Background: an optimization exercise with open tools, aiming at small area and a short achievable clock period. Do not read the settings as production practice. Function was checked by simulation only, so behaviour that the tests miss may differ from the original. Power is estimated from default activity; no workload was simulated.

[run.sh]
#!/bin/bash
# synth_recipe.tcl (not shown) runs the flow's synth.tcl, then flattens the netlist and writes it again
# the make line also repeats each setting of config.mk as NAME=value (left out here)
make -C /OpenROAD-flow-scripts/flow DESIGN_CONFIG=/design/flow/config.mk WORK_HOME=/design/flow/orfs CLKGATE_MAP_FILE= SYNTH_SCRIPT=/design/flow/synth_recipe.tcl finish
[config.mk]
export PLATFORM = sky130hd
export DESIGN_NAME = router_nport
export DESIGN_NICKNAME = router_nport
export VERILOG_FILES = /design/flow/design.v
export SDC_FILE = /design/flow/constraint.sdc
export NUM_CORES = 4
export LEC_CHECK = 0
export CAP_MARGIN = 20
export CORE_MARGIN = 2
export CORE_UTILIZATION = 30
export PLACE_DENSITY = 0.4
export SLEW_MARGIN = 20
[constraint.sdc]
create_clock -name core_clock -period 10.0 [get_ports {clk}]
set_input_delay 2.0000 -clock core_clock [delete_from_list [all_inputs] [get_ports {clk}]]
set_output_delay 2.0000 -clock core_clock [all_outputs]
set_load 0.01 [all_outputs]
[design.v]
module router_nport #(
    parameter int NPORT  = 8,
    parameter int ADDR_W = $clog2(NPORT)
) (
    input  logic             clk,
    input  logic             reset_n,
    input  logic [NPORT-1:0] din,
    input  logic [NPORT-1:0] frame_n,
    input  logic [NPORT-1:0] valid_n,
    output logic [NPORT-1:0] busy_n,
    output logic [NPORT-1:0] dout,
    output logic [NPORT-1:0] valido_n,
    output logic [NPORT-1:0] frameo_n
);
    localparam int IDX_W = (NPORT > 1) ? $clog2(NPORT) : 1;
    typedef enum logic [2:0] {
        ST_IDLE,
        ST_ADDR,
        ST_ARB,
        ST_PASS,
        ST_DROP
    } state_t;
    state_t            r_state      [NPORT];
    state_t            w_stateNext  [NPORT];
    logic [ADDR_W-1:0] r_addr       [NPORT];
    logic [ADDR_W-1:0] w_addrShift  [NPORT];
    logic [7:0]        r_cnt        [NPORT];
    logic [NPORT-1:0]  w_addrDone;
    logic [NPORT-1:0]  w_addrLegal;
    logic [NPORT-1:0]  w_addrLoad;
    logic [NPORT-1:0]  r_armed;
    logic [NPORT-1:0]  r_busy_n;
    logic [NPORT-1:0]  w_busyNext_n;
    logic [NPORT-1:0]  w_granted;
    logic [NPORT-1:0]  r_ownerValid;
    logic [IDX_W-1:0]  r_owner      [NPORT];
    logic [IDX_W-1:0]  r_ptr        [NPORT];
    logic [NPORT-1:0]  w_grantValid;
    logic [IDX_W-1:0]  w_grantIdx   [NPORT];
    logic [NPORT-1:0]  w_release;
    logic [NPORT-1:0]  r_dout;
    logic [NPORT-1:0]  r_valido_n;
    logic [NPORT-1:0]  r_frameo_n;
    function automatic logic [IDX_W-1:0] rrIndex(input logic [IDX_W-1:0] ptr, input int k);
        int s;
        s = ptr + k;
        rrIndex = s % NPORT;
    endfunction
    always_comb begin
        for (int i = 0; i < NPORT; i++) begin
            if (r_state[i] == ST_IDLE) begin
                w_addrShift[i] = {din[i], {(ADDR_W-1){1'b0}}};
                w_addrDone[i]  = (ADDR_W == 1);
                w_addrLoad[i]  = !frame_n[i] && r_armed[i];
            end else begin
                w_addrShift[i] = (r_addr[i] >> 1) | ({din[i], {(ADDR_W-1){1'b0}}});
                w_addrDone[i]  = (r_cnt[i] == ADDR_W - 1);
                w_addrLoad[i]  = (r_state[i] == ST_ADDR) && !frame_n[i];
            end
            w_addrLegal[i] = w_addrShift[i] < NPORT;
        end
    end
    always_comb begin
        w_granted = '0;
        for (int d = 0; d < NPORT; d++) begin
            w_grantValid[d] = 1'b0;
            w_grantIdx[d]   = '0;
            if (!r_ownerValid[d]) begin
                for (int k = 0; k < NPORT; k++) begin
                    if (!w_grantValid[d] &&
                        r_state[rrIndex(r_ptr[d], k)] == ST_ARB &&
                        r_addr[rrIndex(r_ptr[d], k)] == d) begin
                        w_grantValid[d] = 1'b1;
                        w_grantIdx[d]   = rrIndex(r_ptr[d], k);
                        w_granted[rrIndex(r_ptr[d], k)] = 1'b1;
                    end
                end
            end
        end
    end
    always_comb begin
        for (int d = 0; d < NPORT; d++) begin
            w_release[d] = r_ownerValid[d] && frame_n[r_owner[d]];
        end
    end
    always_comb begin
        for (int i = 0; i < NPORT; i++) begin
            w_stateNext[i] = r_state[i];
            case (r_state[i])
                ST_IDLE: begin
                    if (w_addrLoad[i]) begin
                        if (w_addrDone[i]) begin
                            w_stateNext[i] = w_addrLegal[i] ? ST_ARB : ST_DROP;
                        end else begin
                            w_stateNext[i] = ST_ADDR;
                        end
                    end
                end
                ST_ADDR: begin
                    if (frame_n[i]) begin
                        w_stateNext[i] = ST_IDLE;
                    end else if (w_addrDone[i]) begin
                        w_stateNext[i] = w_addrLegal[i] ? ST_ARB : ST_DROP;
                    end
                end
                ST_ARB: begin
                    if (w_granted[i]) begin
                        w_stateNext[i] = ST_PASS;
                    end
                end
                ST_PASS: begin
                    if (frame_n[i]) begin
                        w_stateNext[i] = ST_IDLE;
                    end
                end
                ST_DROP: begin
                    if (frame_n[i]) begin
                        w_stateNext[i] = ST_IDLE;
                    end
                end
                default: w_stateNext[i] = ST_IDLE;
            endcase
        end
    end
    always_comb begin
        for (int i = 0; i < NPORT; i++) begin
            w_busyNext_n[i] = (w_stateNext[i] != ST_ARB);
        end
    end
    always_ff @(posedge clk or negedge reset_n) begin
        if (!reset_n) begin
            for (int i = 0; i < NPORT; i++) begin
                r_state[i] <= ST_IDLE;
            end
        end else begin
            for (int i = 0; i < NPORT; i++) begin
                r_state[i] <= w_stateNext[i];
            end
        end
    end
    always_ff @(posedge clk or negedge reset_n) begin
        if (!reset_n) begin
            r_armed  <= '0;
            r_busy_n <= '1;
            for (int i = 0; i < NPORT; i++) begin
                r_addr[i] <= '0;
                r_cnt[i]  <= '0;
            end
        end else begin
            r_armed  <= r_armed | frame_n;
            r_busy_n <= w_busyNext_n;
            for (int i = 0; i < NPORT; i++) begin
                if (w_addrLoad[i]) begin
                    r_addr[i] <= w_addrShift[i];
                    r_cnt[i]  <= (r_state[i] == ST_IDLE) ? 8'd1 : r_cnt[i] + 8'd1;
                end
            end
        end
    end
    always_ff @(posedge clk or negedge reset_n) begin
        if (!reset_n) begin
            r_ownerValid <= '0;
            for (int d = 0; d < NPORT; d++) begin
                r_owner[d] <= '0;
                r_ptr[d]   <= '0;
            end
        end else begin
            for (int d = 0; d < NPORT; d++) begin
                if (w_grantValid[d]) begin
                    r_ownerValid[d] <= 1'b1;
                    r_owner[d]      <= w_grantIdx[d];
                    r_ptr[d]        <= rrIndex(w_grantIdx[d], 1);
                end else if (w_release[d]) begin
                    r_ownerValid[d] <= 1'b0;
                end
            end
        end
    end
    always_ff @(posedge clk or negedge reset_n) begin
        if (!reset_n) begin
            r_dout     <= '0;
            r_valido_n <= '1;
            r_frameo_n <= '1;
        end else begin
            for (int d = 0; d < NPORT; d++) begin
                if (r_ownerValid[d]) begin
                    r_dout[d]     <= !valid_n[r_owner[d]] && din[r_owner[d]];
                    r_valido_n[d] <= valid_n[r_owner[d]];
                    r_frameo_n[d] <= frame_n[r_owner[d]];
                end else begin
                    r_dout[d]     <= 1'b0;
                    r_valido_n[d] <= 1'b1;
                    r_frameo_n[d] <= 1'b1;
                end
            end
        end
    end
    assign busy_n   = r_busy_n;
    assign dout     = r_dout;
    assign valido_n = r_valido_n;
    assign frameo_n = r_frameo_n;
endmodule
==> reports/summary.txt, run 1 <==
Int Pwr = 5.42 mW
Worst stage delay on the critical path = 0.82 ns
PD cells = 369 nW/um^2
First-pass GRT wire length = 322 mm
CTS max path bufs = 3
Post-synth cell types = 107
Final Hold Fails = 0
CP endpoint kind = register
Mapped cell area = 37000 um^2
Via density = 7.09
Full die area = 126000 um^2
Dpl hpwl = 160 mm
Die X = 355 um
Routed WL = 228 mm
DRT Pass-1 Iters = 13
R2R setup slack = 3.05 ns
Most area-consuming cells after synthesis = dfrtp_1 12%, ha_1 7.7%, mux2i_1 4.8%, nand2_1 4.5%, mux2_2 3.7%
Sequential area share after synthesis = 0.142
Synthesized instance count = 4936
RSZ-0062 raised after global routing = no
Combinational share of power = 0.797
Gpl congestion = 1.07
Vias in the first global route = 41700
FP Rows = 128
Worst hold path class = register to register
Post-CTS Setup Bufs = 0
Root Driver = clkbuf_16
Clock share of power = 0.082
Cell mode on critical path = clkinv_1
FMAX = 144 MHz
Worst-Margin Slew = 1.20 ns
Fin util = 0.326
Worst r2r dst = r_state[5][0]
Startpoint Class = register
Syn Area/Cell = 7.49 um^2
Initial antenna violation count = 17
Placeable Area = 122000 um^2
Area Overhead vs Synth = 7.67%
H-tree Lvls = 1
Initial DRC Count = 7557
TritonCTS buffer count = 31
DR vias = 44800
Static leakage power = 14.8 nW
Synth warn = 9
WHS = 0.472 ns
CP max FO = 38
Final setup vio count = 0
ANT nets after route = 0
CP cell instances = clkinv_1, ha_1, buf_4, clkinv_1, mux2i_1, a22o_1, nor4_1, nand4bb_1, nor2_1, nand2_1, o21ai_0, a221o_1, a2111oi_0, nand4_1, a31o_2
Count leader, synth = nand2_1
Worst setup path startpoint = r_ptr[3][2]
Outcome = complete, no violations
Sum Neg Setup Slack = 0 ns
Primary FF master, synth = dfrtp_1
R2R Path Start = r_ptr[3][2]
FFs w/ async S/R, synth = 1.00
Clock latency on the worst-skew pair = 0.67 ns
Worst R2R Path Depth = 15
Sink Count = 208
Net Sw Power = 9.29 mW
I/O pin count = 58
Total power draw = 14.7 mW
CP arrival = 7.48 ns
Clock Skews = 0.0367 ns
Clock transition at path regs = 0.06 ns
Register bit total from synthesis = 208
CP Capture Point = r_state[5][0]
EDFF count, synth = 0
Worst EP required = 10.53 ns
CTS tree = built
Relative slew margins = 0.177
Die height = 355 um
CP Class = register to register
Initial core utilization = 0.303
Layout cells sized above 1 = 0.127
Final Max Slew Viols = 0
Most instantiated cells after synthesis = 440 x nand2_1, 331 x clkbuf_1, 316 x nor2_1
DRC violations left = 0
Mapped Nets = 5191
Cts hold-fix bufs = 0
Top cell type's share of synthesized area = 0.124
Post-cts sizing count = 0
Peak supply drop = 246 uV
Largest net degree at the start of global routing = 75
Drt wl/cell = 36.2 um
Sequential share of power = 0.121
Minimum clock period = 6.95 ns
MaxCap Viol Count = 0
Layout Nets = 4906
Sw Share = 0.631
Aggregate global-route resource usage = 0.345
Input/output buffers = 57
Total gr overflow = 0
Tcrit/Tclk final = 0.695
Fill count = 13300
Most area-hungry cell type in the Yosys netlist = dfrtp_1
CP max stage cell = dfrtp_1
## flip-flops by register name (all words and copies together) (netlist names)
register and cells:
r_owner 24, r_armed 8, r_ownerValid 8, r_addr 24, r_cnt 64, r_busy_n 8, r_valido_n 8, r_ptr 24
r_state 24, r_dout 8, r_frameo_n 8
## cells in the final DEF, fill, tap and decap left out, types with 30 or more instances in the layout
cell type	netlist	final
a32oi_1	50	50
or2_2	42	42
nand2b_1	39	39
and3_1	62	62
mux2_2	122	122
clkdlybuf4s50_1	0	56
nor2b_1	46	46
dfrtp_2	0	38
dfrtp_1	184	145
a221oi_1	79	79
o22ai_1	43	43
nand2_1	440	440
o221ai_1	34	34
buf_4	22	191
or4_1	47	47
a31oi_1	76	76
nor2_1	316	315
inv_1	146	146
a22o_1	63	63
a211oi_1	46	46
nor3_1	147	145
a21oi_1	208	208
clkbuf_16	0	31
nor4_1	106	104
o21ai_0	244	244
xor2_1	38	38
nand4_1	107	107
a22oi_1	164	164
o211ai_1	49	49
o31ai_1	50	49
mux4_2	48	48
ha_1	229	227
a222oi_1	114	114
or3_1	68	68
mux2i_1	179	179
and2_1	30	30
nand3_1	168	168
## worst min-delay path by stage
| stage | startpoint | endpoint | slack [ns] | depth (start not counted) |
|---|---|---|---|---|
| floorplan | r_armed[3] | r_armed[3] | 0.45 | 1 |
| global placement | r_ownerValid[4] | r_valido_n[4] | 0.46 | 1 |
| detailed placement | r_armed[4] | r_armed[4] | 0.46 | 1 |
| CTS | r_armed[4] | r_armed[4] | 0.48 | 1 |
| global route | r_armed[1] | r_armed[1] | 0.51 | 1 |
| finish | r_state[1][0] | r_state[1][2] | 0.47 | 1 |
## worst max-delay path: cells and delay by family (launching register included)
kind / cells / cell delay [ns]
AND/OR/NAND/NOR: 5 / 2.02
AO/OA/AOI/OAI: 5 / 1.86
buffers and inverters: 3 / 1.43
flip-flops: 1 / 0.82
adder cells (fa/ha/maj): 1 / 0.45
multiplexers: 1 / 0.22
## power by group through the flow
stage	logic (mW)	registers, mW	clock network (mW)
after CTS	11.2	1.76	1.24
after global placement	11.3	1.77	0
after floorplan	7.50	1.31	0
after detailed placement	11.2	1.77	0
final	11.7	1.79	1.20
after global routing	12.2	1.81	1.27
## cells by family (layout without fill, tap and decap cells)
| kind of cell | Yosys count | after routing | share of synthesized area |
|---|---|---|---|
| AND/OR/NAND/NOR | 1766 | 1766 | 0.249 |
| AO/OA/AOI/OAI | 1606 | 1606 | 0.323 |
| buffers and inverters | 730 | 470 | 0.0823 |
| multiplexers | 349 | 349 | 0.115 |
| XOR/XNOR | 48 | 48 | 0.0116 |
| other | 0 | 9 | 0 |
| adder cells (fa/ha/maj) | 229 | 229 | 0.0775 |
| flip-flops | 208 | 208 | 0.142 |
## through the flow
stage / area, um^2 / std cells / worst slack (ns)
2_1_floorplan: 37000 / 4936 / 4.70
3_3_place_gp: 38700 / 6242 / 2.38
3_5_place_dp: 38700 / 6243 / 3.22
4_1_cts: 39800 / 6301 / 3.09
5_1_grt: 39800 / 6303 / 2.64
6_report: 39800 / 6310 / 3.05
## per-layer routing
metal  part of all wire  track usage  routed length (um)
met2               0.41        0.501               93600
met3               0.11       0.0778               24500
met4              0.068        0.196               15600
met5            0.00033            0                  76
met1               0.41        0.467               94500
## layout make-up
type	count	area [um^2]	area share
Tap cell	1625	2030	0.0510
Inverter	162	608	0.0153
Antenna cell	9	22.5	0.000565
Sequential cell	208	5290	0.133
Clock inverter	17	201	0.00506
Multi-Input combinational cell	3998	28800	0.722
Clock buffer	41	863	0.0217
Timing Repair Buffer	250	2040	0.0512
==> run 2: changes to the inputs <==
==> design.v (replaced) <==
module router_nport #(
    parameter int NPORT  = 8,
    parameter int ADDR_W = $clog2(NPORT)
) (
    input  logic             clk,
    input  logic             reset_n,
    input  logic [NPORT-1:0] din,
    input  logic [NPORT-1:0] frame_n,
    input  logic [NPORT-1:0] valid_n,
    output logic [NPORT-1:0] busy_n,
    output logic [NPORT-1:0] dout,
    output logic [NPORT-1:0] valido_n,
    output logic [NPORT-1:0] frameo_n
);
    localparam int N = 8;
    localparam int W = 3;
    logic [1:0]   r_ph    [N];
    logic [N-1:0] r_busy_n;
    logic [N-1:0] r_pass;
    logic [W-1:0] r_addr  [N];
    logic [N-1:0] r_ov;
    logic [W-1:0] r_ptr   [N];
    logic [N-1:0] r_dout, r_valido_n, r_frameo_n;
    logic [N-1:0] w_arb;
    logic [N-1:0] w_req   [N];    
    logic [N-1:0] w_gnt   [N];    
    logic [N-1:0] w_granted;
    logic [W-1:0] w_gidx  [N];
    logic [N-1:0] w_any;
    assign w_arb = ~r_busy_n;
    logic [N-1:0] w_dsh, w_vsh, w_fsh;
    always_comb begin
        for (int k = 0; k < N; k++) begin
            w_dsh[k] = !valid_n[(k+N-1)%N] && din[(k+N-1)%N];
            w_vsh[k] = valid_n[(k+N-1)%N];
            w_fsh[k] = frame_n[(k+N-1)%N];
        end
    end
    always_comb begin
        for (int d = 0; d < N; d++)
            for (int i = 0; i < N; i++)
                w_req[d][i] = w_arb[i] && (r_addr[i] == d) && !r_ov[d];
    end
    always_comb begin
        w_granted = '0;
        for (int d = 0; d < N; d++) begin
            logic [2*N-1:0] tok;
            logic [N-1:0]   st;
            for (int i = 0; i < N; i++) st[i] = (r_ptr[d] == i);
            tok[0] = st[0];
            for (int k = 1; k < 2*N; k++)
                tok[k] = (k < N && st[k]) || (tok[k-1] && !w_req[d][(k-1)%N]);
            for (int i = 0; i < N; i++)
                w_gnt[d][i] = w_req[d][i] && (tok[i] || tok[i+N]);
            w_any[d]  = (w_req[d] != 0);
            w_gidx[d] = '0;    
            for (int i = 0; i < N; i++)
                if (w_gnt[d][i]) w_gidx[d] = w_gidx[d] | W'((i + 1) % N);
            w_granted = w_granted | w_gnt[d];
        end
    end
    always_ff @(posedge clk or negedge reset_n) begin
        if (!reset_n) begin
            r_busy_n <= '1;
            r_pass   <= '0;
            for (int i = 0; i < N; i++) r_ph[i] <= 2'd3;
        end else begin
            for (int i = 0; i < N; i++) begin
                if (w_arb[i]) begin
                    if (w_granted[i]) begin
                        r_busy_n[i] <= 1'b1;
                        r_pass[i]   <= 1'b1;
                    end
                end else if (r_pass[i]) begin
                    if (frame_n[i]) r_pass[i] <= 1'b0;
                end else begin
                    case (r_ph[i])
                        2'd3: if (frame_n[i]) r_ph[i] <= 2'd0;
                        2'd2: begin
                            r_ph[i] <= 2'd0;
                            if (!frame_n[i]) r_busy_n[i] <= 1'b0;
                        end
                        default: r_ph[i] <= frame_n[i] ? 2'd0 : r_ph[i] + 2'd1;
                    endcase
                end
            end
        end
    end
    always_ff @(posedge clk) begin
        for (int i = 0; i < N; i++)
            if (!w_arb[i]) r_addr[i] <= {din[i], r_addr[i][W-1:1]};
    end
    always_ff @(posedge clk or negedge reset_n) begin
        if (!reset_n) begin
            r_ov       <= '0;
            r_dout     <= '0;
            r_valido_n <= '1;
            r_frameo_n <= '1;
            for (int d = 0; d < N; d++) r_ptr[d] <= '0;
        end else begin
            for (int d = 0; d < N; d++) begin
                if (r_ov[d]) begin
                    r_dout[d]     <= w_dsh[r_ptr[d]];
                    r_valido_n[d] <= w_vsh[r_ptr[d]];
                    r_frameo_n[d] <= w_fsh[r_ptr[d]];
                    r_ov[d]       <= !w_fsh[r_ptr[d]];
                end else begin
                    r_dout[d]     <= 1'b0;
                    r_valido_n[d] <= 1'b1;
                    r_frameo_n[d] <= 1'b1;
                    if (w_any[d]) begin
                        r_ov[d]  <= 1'b1;
                        r_ptr[d] <= w_gidx[d];
                    end
                end
            end
        end
    end
    assign busy_n   = r_busy_n;
    assign dout     = r_dout;
    assign valido_n = r_valido_n;
    assign frameo_n = r_frameo_n;
endmodule
==> reports/summary.txt, run 2 <==
Mapped Nets = 1069
EDFF count, synth = 24
Most common cell after layout, fill and taps aside = nand2_1
Post-cts sizing count = 0
Buf/Inv on CP = 1
Most area-consuming cells after synthesis = dfrtp_1 13%, mux4_2 12%, dfstp_2 12%, edfxtp_1 7.9%, nand2_1 5.0%
Static leakage power = 3.76 nW
Outcome = complete, no violations
CP cell instances = clkdlybuf4s50_1
Peak supply drop = 120 uV
Top cell type's share of synthesized area = 0.132
Vias in the first global route = 8408
Sum Neg Setup Slack = 0 ns
I/O pin count = 58
PD cells = 321 nW/um^2
MaxCap Viol Count = 0
RSZ-0062 raised after global routing = no
FFs w/ async S/R, synth = 0.786
Syn Area/Cell = 8.86 um^2
Dpl hpwl = 29.2 mm
FMAX = 268 MHz
Largest net degree at the start of global routing = 49
Total gr overflow = 0
CP max FO = 15
CP arrival = 1.74 ns
Layout cells sized above 1 = 0.131
Tcrit/Tclk final = 0.374
Most instantiated cells after synthesis = 121 x nand2_1, 88 x nor2_1, 66 x a21oi_1
CTS tree = built
Sink Count = 112
CP endpoint kind = output port
ANT nets after route = 0
Most area-hungry cell type in the Yosys netlist = dfrtp_1
Worst hold path class = register to register
Worst-Margin Slew = 0.942 ns
Fill count = 3075
Aggregate global-route resource usage = 0.249
Count leader, synth = nand2_1
Primary FF master, synth = dfrtp_1
Startpoint Class = register
Sequential area share after synthesis = 0.327
Worst EP required = 8.00 ns
Cts hold-fix bufs = 0
Gpl congestion = 0.915
Die X = 178 um
DRT Pass-1 Iters = 5
TritonCTS buffer count = 9
CP max stage cell = dfstp_2
Full die area = 31700 um^2
Final Hold Fails = 0
Drt wl/cell = 26.9 um
Relative slew margins = 0.363
Synth warn = 71
Routed WL = 38.8 mm
CTS max path bufs = 2
Minimum clock period = 3.74 ns
WHS = 0.491 ns
Post-CTS Setup Bufs = 0
First-pass GRT wire length = 57.4 mm
Final Max Slew Viols = 0
Synthesized instance count = 1027
Initial antenna violation count = 0
H-tree Lvls = 3
Top flop regs = r_addr (24), r_ptr (24), r_ph (16)
Via density = 6.20
Post-synth cell types = 83
Most frequent cells in the layout = 121 x nand2_1, 88 x nor2_1, 66 x a21oi_1
Placeable Area = 29700 um^2
CP Class = register to output port
# diodes = 0
FP Rows = 63
Mapped cell area = 9100 um^2
Clock latency on the worst-skew pair = 0.39 ns
CP delay by family, top = flip-flops
Layout Nets = 1090
Clock transition at path regs = 0.08 ns
Post-route cell area = 10300 um^2
Initial DRC Count = 954
Worst stage delay on the critical path = 0.74 ns
Register bit total from synthesis = 112
Final setup vio count = 0
Area Overhead vs Synth = 13.0%
Input/output buffers = 57
Clock Skews = 0.0117 ns
Root Driver = clkbuf_16
Area after DPL = 9980 um^2
Total power draw = 3.30 mW
Initial core utilization = 0.306
Die height = 178 um
DR vias = 8950
DRC violations left = 0
## run 2: final timing paths
| kind | start | endpoint | slack (ns) | cells past startpoint |
|---|---|---|---|---|
| min in group asynchronous | reset_n | r_pass[0] | 1.59 | 1 |
| max in group asynchronous | reset_n | r_pass[4] | 7.28 | 2 |
| worst min-delay path | r_pass[0] | r_pass[0] | 0.49 | 1 |
| worst max-delay path | r_busy_n[0] | busy_n[0] | 6.26 | 1 |
| worst max register to register | r_addr[0][0] | r_pass[4] | 6.35 | 9 |
| worst min register to register | r_pass[0] | r_pass[0] | 0.49 | 1 |
## run 2: cell type report
| type | instances | area (um^2) | area share |
|---|---|---|---|
| Inverter | 43 | 161 | 0.0157 |
| Clock buffer | 9 | 225 | 0.0219 |
| Multi-Input combinational cell | 823 | 5770 | 0.562 |
| Timing Repair Buffer | 59 | 583 | 0.0567 |
| Clock inverter | 7 | 77.6 | 0.00754 |
| Tap cell | 390 | 488 | 0.0475 |
| Sequential cell | 112 | 2970 | 0.289 |
## run 2: power by group
part           internal (mW)  switching [mW]  total (mW)
clock network          0.197           0.198       0.395
registers              0.734           0.522        1.26
logic                  0.751           0.897        1.65
## run 2: routing by layer
metal / global-route usage / up-vias / part of all wire
met2: 0.365 / 390 / 0.43
li1: - / 3989 / -
met1: 0.367 / 4525 / 0.46
met5: 0 / - / 0
met3: 0.0435 / 46 / 0.072
met4: 0.0881 / 0 / 0.031
## run 2: through the flow
step	cells	setup slack, ns	util
3_5_place_dp	1427	5.92	0.336
4_1_cts	1443	6.23	0.346
5_1_grt	1443	6.13	0.346
3_3_place_gp	1427	5.97	0.336
2_1_floorplan	1027	7.05	-
6_report	1443	6.26	0.346
## run 2: cells by family (layout without fill, tap and decap cells)
| group | count (synthesis) | in the layout | share of synthesized area |
|---|---|---|---|
| compound gates | 252 | 252 | 0.184 |
| fa+ha+maj | 16 | 16 | 0.0220 |
| buf+inv | 92 | 118 | 0.0386 |
| flops | 112 | 112 | 0.327 |
| mux | 60 | 60 | 0.132 |
| simple gates | 495 | 495 | 0.296 |
==> run 3: changes to the inputs <==
==> design.v (replaced) <==
module router_nport #(
    parameter int NPORT  = 8,
    parameter int ADDR_W = $clog2(NPORT)
) (
    input  logic             clk,
    input  logic             reset_n,
    input  logic [NPORT-1:0] din,
    input  logic [NPORT-1:0] frame_n,
    input  logic [NPORT-1:0] valid_n,
    output logic [NPORT-1:0] busy_n,
    output logic [NPORT-1:0] dout,
    output logic [NPORT-1:0] valido_n,
    output logic [NPORT-1:0] frameo_n
);
    localparam int N = 8;
    localparam int W = 3;
    logic [1:0]   r_ph    [N];
    logic [N-1:0] r_busy_n;
    logic [W-1:0] r_addr  [N];
    logic [N-1:0] r_ov;
    logic [W-1:0] r_ptr   [N];
    logic [N-1:0] r_dout, r_valido_n, r_frameo_n;
    logic [N-1:0] w_arb;
    logic [N-1:0] w_req   [N];    
    logic [N-1:0] w_st    [N];    
    logic [N-1:0] w_gnt   [N];    
    logic [N-1:0] w_granted;
    logic [W-1:0] w_pnext [N];
    logic [N-1:0] w_any;
    logic [N-1:0] w_dsel, w_vsel, w_fsel;
    assign w_arb = ~r_busy_n;
    always_comb begin
        for (int d = 0; d < N; d++)
            for (int i = 0; i < N; i++) begin
                w_req[d][i] = w_arb[i] && (r_addr[i] == d);
                w_st[d][i]  = (r_ptr[d] == i);
            end
    end
    always_comb begin
        w_granted = '0;
        for (int d = 0; d < N; d++) begin
            logic [N-1:0] tok, above;
            logic         wrap;
            above[0] = w_st[d][0];
            for (int i = 1; i < N; i++) above[i] = above[i-1] || w_st[d][i];
            wrap   = (w_req[d] & above) == '0;
            tok[0] = w_st[d][0] || wrap;
            for (int i = 1; i < N; i++) tok[i] = w_st[d][i] || (tok[i-1] && !w_req[d][i-1]);
            w_gnt[d] = w_req[d] & tok & {N{!r_ov[d]}};
            w_any[d] = (w_req[d] != '0);
            w_pnext[d] = '0;    
            for (int i = 0; i < N; i++)
                if (w_gnt[d][i]) w_pnext[d] = w_pnext[d] | W'((i + 1) % N);
            w_granted = w_granted | w_gnt[d];
        end
    end
    always_comb begin
        for (int d = 0; d < N; d++) begin
            w_dsel[d] = 1'b0;
            w_vsel[d] = 1'b0;
            w_fsel[d] = 1'b0;
            for (int i = 0; i < N; i++) begin
                w_dsel[d] = w_dsel[d] | (w_st[d][(i + 1) % N] & din[i]);
                w_vsel[d] = w_vsel[d] | (w_st[d][(i + 1) % N] & valid_n[i]);
                w_fsel[d] = w_fsel[d] | (w_st[d][(i + 1) % N] & frame_n[i]);
            end
        end
    end
    always_ff @(posedge clk or negedge reset_n) begin
        if (!reset_n) begin
            r_busy_n <= '1;
            for (int i = 0; i < N; i++) r_ph[i] <= 2'd3;
        end else begin
            for (int i = 0; i < N; i++) begin
                if (w_arb[i]) begin
                    if (w_granted[i]) r_busy_n[i] <= 1'b1;
                end else begin
                    r_ph[i] <= frame_n[i] ? 2'd0 :
                               {r_ph[i][1] | r_ph[i][0], r_ph[i][1] | !r_ph[i][0]};
                    if (r_ph[i] == 2'd2 && !frame_n[i]) r_busy_n[i] <= 1'b0;
                end
            end
        end
    end
    always_ff @(posedge clk) begin
        for (int i = 0; i < N; i++)
            if (r_busy_n[i]) r_addr[i] <= {din[i], r_addr[i][W-1:1]};
    end
    always_ff @(posedge clk or negedge reset_n) begin
        if (!reset_n) begin
            r_ov       <= '0;
            r_dout     <= '0;
            r_valido_n <= '1;
            r_frameo_n <= '1;
            for (int d = 0; d < N; d++) r_ptr[d] <= '0;
        end else begin
            for (int d = 0; d < N; d++) begin
                if (r_ov[d]) begin
                    r_dout[d]     <= !w_vsel[d] && w_dsel[d];
                    r_valido_n[d] <= w_vsel[d];
                    r_frameo_n[d] <= w_fsel[d];
                    r_ov[d]       <= !w_fsel[d];
                end else begin
                    r_dout[d]     <= 1'b0;
                    r_valido_n[d] <= 1'b1;
                    r_frameo_n[d] <= 1'b1;
                    if (w_any[d]) begin
                        r_ov[d]  <= 1'b1;
                        r_ptr[d] <= w_pnext[d];
                    end
                end
            end
        end
    end
    assign busy_n   = r_busy_n;
    assign dout     = r_dout;
    assign valido_n = r_valido_n;
    assign frameo_n = r_frameo_n;
endmodule
==> reports/summary.txt, run 3 <==
Outcome = complete, no violations
Most instantiated cells after synthesis = 115 x nor2_1, 88 x nand2_1, 86 x a21oi_1
Area Overhead vs Synth = 11.9%
Mapped cell area = 9080 um^2
R2R Path Start = r_addr[3][2]
Most area-consuming cells after synthesis = dfstp_2 12%, dfrtp_1 11%, edfxtp_1 7.9%, mux4_2 5.0%, nor2_1 4.8%
CP delay by family, top = flip-flops
Sink Count = 104
H-tree Lvls = 3
FFs w/ async S/R, synth = 0.769
RSZ-0062 raised after global routing = no
DRC violations left = 0
Clock latency on the worst-skew pair = 0.38 ns
CP cell instances = clkdlybuf4s50_1
CP endpoint kind = output port
Gpl congestion = 0.922
Startpoint Class = register
Worst r2r dst = r_busy_n[5]
Synthesized instance count = 1079
Highest metal used = met4
CP arrival = 1.95 ns
Most area-hungry cell type in the Yosys netlist = dfstp_2
Mapped Nets = 1105
Initial core utilization = 0.306
Layout Nets = 1089
Area after DPL = 9850 um^2
PD cells = 352 nW/um^2
ANT nets after route = 0
Die height = 178 um
Sequential area share after synthesis = 0.305
Worst hold start = r_ph[2][1]
Vias in the first global route = 8789
Met3 WL = 2.52 mm
Via density = 6.43
Initial DRC Count = 1018
Top flop regs = r_addr (24), r_ptr (24), r_ph (16)
Final setup vio count = 0
Met1 Routed Length = 18.9 mm
Count leader, synth = nor2_1
Cts hold-fix bufs = 0
WHS Endpoint = r_ph[2][1]
Clock transition at path regs = 0.07 ns
Worst stage delay on the critical path = 0.90 ns
Most common cell after layout, fill and taps aside = nor2_1
Worst-Margin Slew = 1.22 ns
Worst EP required = 8.00 ns
Worst hold path class = register to register
FMAX = 253 MHz
Clock Skews = 0.0175 ns
Post-route cell area = 10200 um^2
MaxCap Viol Count = 0
First-pass GRT wire length = 60.9 mm
Full die area = 31700 um^2
Static leakage power = 3.61 nW
Total power draw = 3.58 mW
Input/output buffers = 57
Top cell type's share of synthesized area = 0.116
CP max FO = 19
Met2 WL = 18.9 mm
Worst R2R Path Depth = 8
Syn Area/Cell = 8.42 um^2
Placeable Area = 29700 um^2
Root Driver = clkbuf_16
DR vias = 9377
Initial antenna violation count = 2
Synth warn = 8
CTS tree = built
Sum Neg Setup Slack = 0 ns
Final Hold Fails = 0
I/O pin count = 58
DRT Pass-1 Iters = 6
Post-CTS Setup Bufs = 0
Drt wl/cell = 28.7 um
Routed WL = 41.9 mm
Worst setup path startpoint = r_busy_n[3]
Total gr overflow = 0
Most frequent cells in the layout = 115 x nor2_1, 88 x nand2_1, 86 x a21oi_1
CP max stage cell = dfstp_2
Buf/Inv on CP = 1
Post-cts sizing count = 0
Post-synth cell types = 90
FP Rows = 63
Dpl hpwl = 29.6 mm
EDFF count, synth = 24
Largest net degree at the start of global routing = 49
Minimum clock period = 3.95 ns
Peak supply drop = 145 uV
WHS Path Cells = 2
Layout cells sized above 1 = 0.132
Tcrit/Tclk final = 0.395
Aggregate global-route resource usage = 0.267
CP Class = register to output port
R2R setup slack = 6.05 ns
Die X = 178 um
Relative slew margins = 0.173
Register bit total from synthesis = 104
CTS max path bufs = 2
TritonCTS buffer count = 9
Primary FF master, synth = dfstp_2
Final Max Slew Viols = 0
run 3: changes by cell type after synthesis, moves of 15 or more:
cell / previous run / this run
ha_1: 16 / 0
nor4b_1: 4 / 20
nor3_1: 59 / 38
a31oi_1: 9 / 28
nor2_1: 88 / 115
mux2i_1: 12 / 28
clkbuf_1: 37 / 63
nand2b_1: 31 / 16
mux4_2: 48 / 20
a21oi_1: 66 / 86
mux2_2: 0 / 22
nand2_1: 121 / 88
run 3: how the worst max path moves through the flow:
| stage | to | slack [ns] | depth (start not counted) |
|---|---|---|---|
| finish | busy_n[3] | 6.05 | 1 |
| global route | busy_n[4] | 6.00 | 1 |
| CTS | busy_n[4] | 6.06 | 1 |
| detailed placement | r_ov[2] | 5.81 | 6 |
| global placement | r_ov[2] | 5.79 | 6 |
| floorplan | r_ov[5] | 6.89 | 6 |
run 3: layer usage:
| metal | global-route usage | vias up |
|---|---|---|
| li1 | - | 4136 |
| met1 | 0.376 | 4770 |
| met2 | 0.406 | 395 |
| met3 | 0.0431 | 76 |
| met4 | 0.109 | 0 |
| met5 | 0 | - |
run 3: stage by stage:
stage	util	worst slack, ns	cells	hold slack [ns]
global placement	0.331	5.79	1442	0.513
detailed placement	0.331	5.81	1442	0.511
finish	0.342	6.05	1459	0.524
global route	0.342	6.00	1458	0.548
CTS	0.342	6.06	1458	0.525
floorplan	-	6.89	1079	0.424
run 3: layout make-up:
class	instances	area [um^2]
diodes	1	2.50
clock buffers	11	233
clock inverters	5	81.3
fillers	3068	19600
inverters	26	97.6
multi-input cells	852	5830
flip-flops and latches	104	2770
well taps	390	488
repair buffers	70	666
run 3: cells by family (layout without fill, tap and decap cells):
logic type / Yosys count / after routing / synth area share
buffers and inverters: 123 / 112 / 0.0534
flip-flops: 104 / 104 / 0.305
AO/OA/AOI/OAI: 325 / 325 / 0.247
AND/OR/NAND/NOR: 456 / 456 / 0.286
other: 0 / 1 / 0
XOR/XNOR: 1 / 1 / 0.000964
multiplexers: 70 / 70 / 0.108
run 3: power by group:
group          internal (mW)  switching, mW
combinational          0.823          0.984
sequential             0.700          0.675
clock                  0.220          0.179
==> run 4: changes to the inputs <==
--- a/config.mk
+++ b/config.mk
@@ -6,4 +6,5 @@
 export NUM_CORES = 4
 export LEC_CHECK = 0
+export ABC_AREA = 1
 export CAP_MARGIN = 20
 export CORE_MARGIN = 2
==> reports/summary.txt, run 4 <==
CP Class = primary input to register
Peak supply drop = 113 uV
Synth warn = 8
Sum Neg Setup Slack = 0 ns
Most frequent cells in the layout = 343 x nand2_1, 213 x inv_1, 137 x nor2_1
Area after DPL = 8860 um^2
WHS Path Cells = 0
Die X = 167 um
CP arrival = 3.99 ns
Static leakage power = 4.38 nW
Sink Count = 104
RSZ-0062 raised after global routing = no
MaxCap Viol Count = 0
Total gr overflow = 0
Full die area = 27800 um^2
Post-route cell area = 9160 um^2
Top flop regs = r_addr (24), r_ptr (24), r_ph (16)
Vias in the first global route = 8193
EDFF count, synth = 24
Syn Area/Cell = 6.51 um^2
# diodes = 0
DRT Pass-1 Iters = 5
Initial core utilization = 0.305
Compound-Gate Fraction of Synth Area = 0.156
Synthesized instance count = 1220
Layout Nets = 1301
Most area-hungry cell type in the Yosys netlist = nand2_1
Root Driver = clkbuf_16
Mapped cell area = 7950 um^2
Largest net degree at the start of global routing = 43
FMAX = 271 MHz
Tcrit/Tclk final = 0.369
Primary FF master, synth = dfstp_2
I/O pin count = 58
Final Max Slew Viols = 0
First-pass GRT wire length = 55.7 mm
Worst hold start = r_addr[5][2]
Post-cts sizing count = 0
DRC violations left = 0
Worst EP required = 10.30 ns
Sequential area share after synthesis = 0.349
Minimum clock period = 3.69 ns
FP Rows = 59
Mux cell area share after synthesis = 0
Dpl hpwl = 30.7 mm
Routed WL = 38.4 mm
Gpl congestion = 1.00
Input/output buffers = 57
Worst-Margin Slew = 0.872 ns
Aggregate global-route resource usage = 0.274
Post-Synth Simple-Gate Area = 0.374
Startpoint Class = primary input
Count leader, synth = nand2_1
CP max FO = 5
Register bit total from synthesis = 104
Worst R2R Path Depth = 22
DR vias = 8715
Top cell type's share of synthesized area = 0.162
Adder-Cell Fraction of Synth Area = 0
R2R Path Start = r_addr[1][2]
H-tree Lvls = 3
Worst setup path startpoint = valid_n[2]
TritonCTS buffer count = 9
Placeable Area = 26100 um^2
Worst hold path class = register to register
Most instantiated cells after synthesis = 343 x nand2_1, 213 x inv_1, 137 x nor2_1
Worst r2r dst = r_busy_n[4]
Relative slew margins = 0.414
CP endpoint kind = register
CTS tree = built
CTS max path bufs = 2
Clock latency on the worst-skew pair = 0.37 ns
Post-CTS Setup Bufs = 0
Fill count = 2840
Mapped Nets = 1246
PD cells = 335 nW/um^2
Post-synth cell types = 44
Initial DRC Count = 939
R2R setup slack = 6.32 ns
Initial antenna violation count = 0
Most common cell after layout, fill and taps aside = nand2_1
Register Area = 2770 um^2
WHS Endpoint = r_addr[5][1]
Most area-consuming cells after synthesis = nand2_1 16%, dfstp_2 13%, dfrtp_1 13%, inv_1 10%, edfxtp_1 9.1%
Cts hold-fix bufs = 0
Via density = 5.40
Final Hold Fails = 0
FFs w/ async S/R, synth = 0.769
Main combinational cell family by area after synthesis = simple AND/OR/NAND/NOR gates
ANT nets after route = 0
Final setup vio count = 0
Clock transition at path regs = 0.09 ns
Outcome = complete, no violations
Drt wl/cell = 23.8 um
WHS = 0.484 ns
Die height = 167 um
Area taken by multi-input logic gates = 4210 um^2
Layout cells sized above 1 = 0.0844
Clock Skews = 0.0130 ns
Area Overhead vs Synth = 15.3%
Synth Area in XOR/XNOR = 0
## run 4: layer usage
| layer | global-route usage | vias up | part of all wire |
|---|---|---|---|
| li1 | - | 4131 | - |
| met1 | 0.386 | 4142 | 0.46 |
| met2 | 0.422 | 380 | 0.43 |
| met3 | 0.0499 | 62 | 0.068 |
| met4 | 0.0933 | 0 | 0.035 |
| met5 | 0 | - | 0 |
## run 4: where the power goes
part / switching (mW) / internal, mW
sequential: 0.234 / 0.696
clock: 0.209 / 0.179
combinational: 1.18 / 0.573
total: 1.62 / 1.45
## run 4: kinds of logic after synthesis
group                  Yosys count
AO/OA/AOI/OAI                  188
flip-flops                     104
AND/OR/NAND/NOR                678
buffers and inverters          250
## run 4: how the worst max path moves through the flow
stage,end,slack [ns],cells past startpoint
finish,r_dout[2],6.31,8
global route,r_busy_n[4],6.01,22
CTS,r_ov[1],6.31,10
detailed placement,r_ov[1],5.93,10
global placement,r_ov[7],5.99,10
floorplan,r_dout[2],7.05,7
## run 4: critical path: stages
cell             delay (ns)
clkdlybuf4s50_1        0.63
inv_1                  0.32
o22ai_1                0.13
a221oi_1               0.25
o211ai_1               0.13
a21oi_1                0.16
o211ai_1               0.18
a21oi_1                0.18
## run 4: layout make-up
cell class / instances / share of cell area
Tap cell: 335 / 0.0457
Timing Repair Buffer: 58 / 0.0628
Sequential cell: 104 / 0.303
Clock inverter: 7 / 0.00806
Inverter: 236 / 0.0967
Clock buffer: 9 / 0.0246
Multi-Input combinational cell: 866 / 0.460
## run 4: per-stage QoR
stage / util / setup WS, ns / instances / power, mW
after global routing: 0.352 / 6.01 / 1615 / 3.32
after detailed placement: 0.340 / 5.93 / 1599 / 2.65
final: 0.352 / 6.31 / 1615 / 3.07
after floorplan: - / 7.05 / 1220 / 2.04
after global placement: 0.340 / 5.99 / 1599 / 2.69
after CTS: 0.352 / 6.31 / 1615 / 3.05
==> run 5: changes to the inputs <==
--- a/config.mk
+++ b/config.mk
@@ -9,5 +9,5 @@
 export CAP_MARGIN = 20
 export CORE_MARGIN = 2
-export CORE_UTILIZATION = 30
-export PLACE_DENSITY = 0.4
+export CORE_UTILIZATION = 50
+export PLACE_DENSITY = 0.6
 export SLEW_MARGIN = 20
==> reports/summary.txt, run 5 <==
Outcome = complete, no violations
CP Class = register to register
Primary FF master, synth = dfstp_2
Fill count = 1587
Most area-consuming cells after synthesis = nand2_1 16%, dfstp_2 13%, dfrtp_1 13%, inv_1 10%, edfxtp_1 9.1%
I/O pin count = 58
Synth Area in XOR/XNOR = 0
Synth warn = 8
Main combinational cell family by area after synthesis = simple AND/OR/NAND/NOR gates
DR vias = 8974
Vias in the first global route = 8075
Largest net degree at the start of global routing = 80
Count leader, synth = nand2_1
FP Rows = 46
RSZ-0062 raised after global routing = no
Syn Area/Cell = 6.51 um^2
Register Area = 2770 um^2
Register bit total from synthesis = 104
First-pass GRT wire length = 48.1 mm
PD cells = 334 nW/um^2
Clock Skews = 0.0119 ns
Die X = 130 um
Area after DPL = 8720 um^2
Compound-Gate Fraction of Synth Area = 0.156
Initial antenna violation count = 0
Tcrit/Tclk final = 0.363
Peak supply drop = 155 uV
# diodes = 0
ANT nets after route = 0
Post-synth cell types = 44
Drt wl/cell = 22.0 um
Post-Synth Simple-Gate Area = 0.374
Synthesized instance count = 1220
DRT Pass-1 Iters = 7
Post-route cell area = 9030 um^2
CP cell instances = inv_1, nand2_1, nor2_1, nand2_1, nand2_1, nor2_1, nand2_1, nand2_1, nand2_1, nand2_1, nand2_1, nand2_1, nand2_1, nand2_1, nand2_1, nand2_1, nand3_1, nand3_1, nor3_1, nand4_1, a21oi_1, inv_1
Sink Count = 104
CTS tree = built
Startpoint Class = register
Fin util = 0.574
Cts hold-fix bufs = 0
Buf/Inv on CP = 2
MaxCap Viol Count = 0
Worst EP required = 10.30 ns
Initial core utilization = 0.506
CTS max path bufs = 2
Worst hold path class = register to register
CP endpoint kind = register
Most instantiated cells after synthesis = 343 x nand2_1, 213 x inv_1, 137 x nor2_1
Most area-hungry cell type in the Yosys netlist = nand2_1
Top cell type's share of synthesized area = 0.162
Via density = 6.00
H-tree Lvls = 3
Layout cells sized above 1 = 0.0836
Cell mode on critical path = nand2_1
Routed WL = 32.9 mm
WHS = 0.480 ns
Relative slew margins = 0.409
Final Max Slew Viols = 0
Setup slack after layout = 6.37 ns
Worst-Margin Slew = 0.876 ns
Root Driver = clkbuf_16
FMAX = 275 MHz
CP max FO = 4
DRC violations left = 0
Sequential area share after synthesis = 0.349
Minimum clock period = 3.63 ns
FFs w/ async S/R, synth = 0.769
Final Hold Fails = 0
Post-CTS Setup Bufs = 0
Most common cell after layout, fill and taps aside = nand2_1
Input/output buffers = 57
Final setup vio count = 0
Layout Nets = 1301
Mapped cell area = 7950 um^2
Clock transition at path regs = 0.07 ns
Total gr overflow = 0
EDFF count, synth = 24
Gpl congestion = 1.06
Mux cell area share after synthesis = 0
Static leakage power = 4.37 nW
Area taken by multi-input logic gates = 4210 um^2
Final cell count without fillers = 1496
Placed instance count = 1480
Worst stage delay on the critical path = 0.66 ns
Post-cts sizing count = 0
Full die area = 16900 um^2
Clock latency on the worst-skew pair = 0.37 ns
Most frequent cells in the layout = 343 x nand2_1, 213 x inv_1, 137 x nor2_1
Aggregate global-route resource usage = 0.393
Area Overhead vs Synth = 13.6%
Dpl hpwl = 26.2 mm
Total power draw = 3.01 mW
Placeable Area = 15700 um^2
Place WS = 6.14 ns
Adder-Cell Fraction of Synth Area = 0
Mapped Nets = 1246
Sum Neg Setup Slack = 0 ns
TritonCTS buffer count = 9
CP max stage cell = nor3_1
CP delay by family, top = simple AND/OR/NAND/NOR gates
Initial DRC Count = 1144
Top flop regs = r_addr (24), r_ptr (24), r_ph (16)
CP arrival = 3.93 ns
Die height = 130 um
## run 5: per-layer routing
layer	vias to the layer above	GRT usage	wire length (um)
li1	4138	-	-
met1	4132	0.511	12800
met2	578	0.598	14000
met3	126	0.0931	3840
met4	0	0.234	2170
met5	-	0	0
## run 5: final timing paths
path | end | slack, ns | start | cells past startpoint
max | r_busy_n[4] | 6.37 | r_addr[5][1] | 22
min | r_addr[0][1] | 0.48 | r_addr[0][2] | 0
max reg2reg | r_busy_n[4] | 6.37 | r_addr[5][1] | 22
min reg2reg | r_addr[0][1] | 0.48 | r_addr[0][2] | 0
max in group asynchronous | r_dout[1] | 7.65 | reset_n | 2
min in group asynchronous | r_ph[4][0] | 1.57 | reset_n | 1
## run 5: cell type report
cell class              count  area share
multi-input cells         866       0.467
repair buffers             58      0.0642
well taps                 216      0.0299
flip-flops and latches    104       0.307
clock buffers              10      0.0265
inverters                 236      0.0981
clock inverters             6     0.00749
## run 5: kinds of logic after synthesis
| group | Yosys count |
|---|---|
| AOI/OAI and AO/OA | 188 |
| buffers and inverters | 250 |
| and+or+nand+nor | 678 |
| DFF | 104 |
## run 5: where the power goes
part | internal, mW | switching (mW)
combinational | 0.573 | 1.13
sequential | 0.697 | 0.231
clock | 0.202 | 0.175
total | 1.47 | 1.54
==> run 6: changes to the inputs <==
==> flow/run.sh (new file) <==
#!/bin/bash
# Own layout flow: the standard synthesis and layout, with the port
# buffers made from buf_2 cells instead of the default delay buffers and
# repair_timing aiming for a larger setup margin (the SDC is unchanged).
set -euo pipefail
bash standard.sh synth > synth.log 2>&1
export BUFFER_PORTS_ARGS="-buffer_cell sky130_fd_sc_hd__buf_2"
export SETUP_SLACK_MARGIN=7
bash standard.sh finish > layout.log 2>&1
==> standard.sh (new file) <==
#!/bin/bash
# synth_recipe.tcl (not shown) runs the flow's synth.tcl, then flattens the netlist and writes it again
# the make line also repeats each setting of config.mk as NAME=value (left out here)
make -C /OpenROAD-flow-scripts/flow DESIGN_CONFIG=/design/flow/config.mk WORK_HOME=/design/flow/orfs CLKGATE_MAP_FILE= SYNTH_SCRIPT=/design/flow/synth_recipe.tcl "${@:-finish}"
removed: run.sh
==> reports/summary.txt, run 6 <==
Gpl congestion = 1.08
TritonCTS buffer count = 9
Area Overhead vs Synth = 19.3%
Routed WL = 33.2 mm
I/O pin count = 58
Via density = 6.07
Drt wl/cell = 21.9 um
Clock transition at path regs = 0.08 ns
CP delay by family, top = flip-flops
Register bit total from synthesis = 104
Startpoint Class = register
Initial core utilization = 0.506
Largest net degree at the start of global routing = 49
Area after DPL = 8440 um^2
Root Driver = clkbuf_16
Total gr overflow = 0
Post-synth cell types = 44
Clock Skews = 0.0102 ns
Synthesized instance count = 1220
Worst-Margin Slew = 0.782 ns
Most instantiated cells after synthesis = 343 x nand2_1, 213 x inv_1, 137 x nor2_1
Top flop regs = r_addr (24), r_ptr (24), r_ph (16)
CTS tree = built
Placed instance count = 1480
Die height = 130 um
CP max FO = 4
EDFF count, synth = 24
Full die area = 16900 um^2
Cts hold-fix bufs = 0
Fin util = 0.603
Input/output buffers = 57
CP Class = register to output port
FP Rows = 46
Peak supply drop = 185 uV
CP max stage cell = dfstp_2
Initial antenna violation count = 1
Sum Neg Setup Slack = 0 ns
H-tree Lvls = 3
Count leader, synth = nand2_1
First-pass GRT wire length = 48.3 mm
Primary FF master, synth = dfstp_2
# diodes = 0
Worst EP required = 8.00 ns
CP cell instances = buf_6
Sink Count = 104
Top cell type's share of synthesized area = 0.162
Static leakage power = 4.58 nW
DRC violations left = 0
Sequential area share after synthesis = 0.349
Die X = 130 um
Outcome = complete, no violations
Most area-consuming cells after synthesis = nand2_1 16%, dfstp_2 13%, dfrtp_1 13%, inv_1 10%, edfxtp_1 9.1%
MaxCap Viol Count = 0
Mapped Nets = 1246
Most common cell after layout, fill and taps aside = nand2_1
CTS max path bufs = 2
Final cell count without fillers = 1519
PD cells = 330 nW/um^2
Vias in the first global route = 8248
RSZ-0062 raised after global routing = yes
Synth warn = 8
Buf/Inv on CP = 1
Syn Area/Cell = 6.51 um^2
Final Max Slew Viols = 0
Dpl hpwl = 25.9 mm
Minimum clock period = 3.08 ns
ANT nets after route = 0
Clock latency on the worst-skew pair = 0.37 ns
CP endpoint kind = output port
CP arrival = 1.08 ns
Final setup vio count = 0
Initial DRC Count = 1218
Mapped cell area = 7950 um^2
Placeable Area = 15700 um^2
Aggregate global-route resource usage = 0.392
FMAX = 324 MHz
Most frequent cells in the layout = 328 x nand2_1, 204 x inv_1, 95 x nor2_1
Worst hold path class = register to register
DRT Pass-1 Iters = 6
Post-route cell area = 9480 um^2
Most area-hungry cell type in the Yosys netlist = nand2_1
Layout Nets = 1324
FFs w/ async S/R, synth = 0.769
Relative slew margins = 0.472
Worst stage delay on the critical path = 0.59 ns
Layout cells sized above 1 = 0.200
Final Hold Fails = 0
DR vias = 9220
Tcrit/Tclk final = 0.308
==> run 6: changes by cell type in the layout (fill, tap and decap cells not counted), moves of 23 or more <==
cell,delta
buf_2,+31
buf_4,+23
buf_6,+23
clkdlybuf4s50_1,-56
nor2_1,-42
nor2_4,+28
==> run 6: through the flow <==
stage / hold WS, ns / power [mW] / worst slack, ns
after floorplan: 0.450 / 2.04 / 7.05
after global placement: 0.455 / 2.51 / 6.57
after detailed placement: 0.473 / 2.51 / 6.54
after CTS: 0.478 / 2.94 / 6.90
after global routing: 0.526 / 3.36 / 6.91
final: 0.516 / 3.13 / 6.92
==> run 6: final timing paths <==
| kind | from | to | slack [ns] | depth (start not counted) |
|---|---|---|---|---|
| worst max-delay path | r_busy_n[1] | busy_n[1] | 6.92 | 1 |
| worst min-delay path | r_addr[6][1] | r_addr[6][0] | 0.52 | 0 |
| worst max register to register | r_addr[1][2] | r_busy_n[4] | 7.16 | 22 |
| worst min register to register | r_addr[6][1] | r_addr[6][0] | 0.52 | 0 |
| max in group asynchronous | reset_n | r_ptr[3][2] | 7.43 | 2 |
| min in group asynchronous | reset_n | r_ptr[7][2] | 1.57 | 1 |
==> run 6: cell families (layout without fill, tap and decap cells) <==
group | Yosys count | in the layout | synth area share
flip-flops | 104 | 104 | 0.349
AND/OR/NAND/NOR | 678 | 678 | 0.374
AO/OA/AOI/OAI | 188 | 188 | 0.156
buffers and inverters | 250 | 333 | 0.121
==> run 6: per-layer routing <==
layer / share of wire / vias to the layer above / global-route usage
li1: - / 4176 / -
met1: 0.38 / 4211 / 0.511
met2: 0.41 / 692 / 0.577
met3: 0.14 / 139 / 0.111
met4: 0.068 / 2 / 0.242
met5: 0.00036 / - / 0
==> run 6: repair_timing <==
item / CTS / global route
gates resized for setup: 24 / 118
buffers inserted: 9 / 14
pin swaps: 0 / 11
hold endpoints to repair: 0 / 0
endpoints found under the setup margin: 26 / 62
==> run 6: where the power goes <==
group          internal, mW  total [mW]  switching, mW  leakage (nW)
sequential            0.696       0.910          0.214          1.17
combinational         0.621        1.87           1.24          3.27
clock                 0.176       0.355          0.180         0.139
total                  1.49        3.13           1.64          4.58
==> run 6: area by class of cell <==
| type | count | area (um^2) |
|---|---|---|
| fillers | 1528 | 6230 |
| multi-input cells | 866 | 4590 |
| flip-flops and latches | 104 | 2770 |
| inverters | 236 | 920 |
| repair buffers | 81 | 633 |
| well taps | 216 | 270 |
| clock buffers | 10 | 229 |
| clock inverters | 6 | 61.3 |

-- what the ideal ports hide --
The results above use ideal ports. As a check the final layouts listed here were re-extracted and re-timed, cells and wires unchanged. Step 1 assumes that a clkbuf_16 drives the clock port and a buf_2 every other input. Step 2 also shifts input and output timing later by t, the mid clock arrival at the registers, as if the neighbouring blocks saw the same clock. Three values: ideal, step 1, step 2; two values: the first two.
run | t, ns | setup slack, ns | hold slack, ns | worst data-port slew with drivers (ns)
run 1 | 0.730 | 3.049 / 3.049 / 3.049 | 0.472 / 0.472 / 0.472 | 0.05
run 2 | 0.433 | 6.263 / 6.213 / 5.963 | 0.491 / 0.491 / 0.491 | 0.09
run 3 | 0.425 | 6.051 / 6.001 / 5.784 | 0.524 / 0.524 / 0.524 | 0.04
run 4 | 0.414 | 6.307 / 6.317 / 5.917 | 0.484 / 0.484 / 0.484 | 0.03
run 5 | 0.409 | 6.368 / 6.345 / 6.056 | 0.480 / 0.480 / 0.480 | 0.04
run 6 | 0.414 | 6.917 / 6.871 / 6.639 | 0.516 / 0.516 / 0.516 | 0.04
After both steps setup and hold are still met in every run listed. For run 4, which loses most, drivers alone change the setup slack by +0.010 ns; drivers and shift together by -0.390 ns.
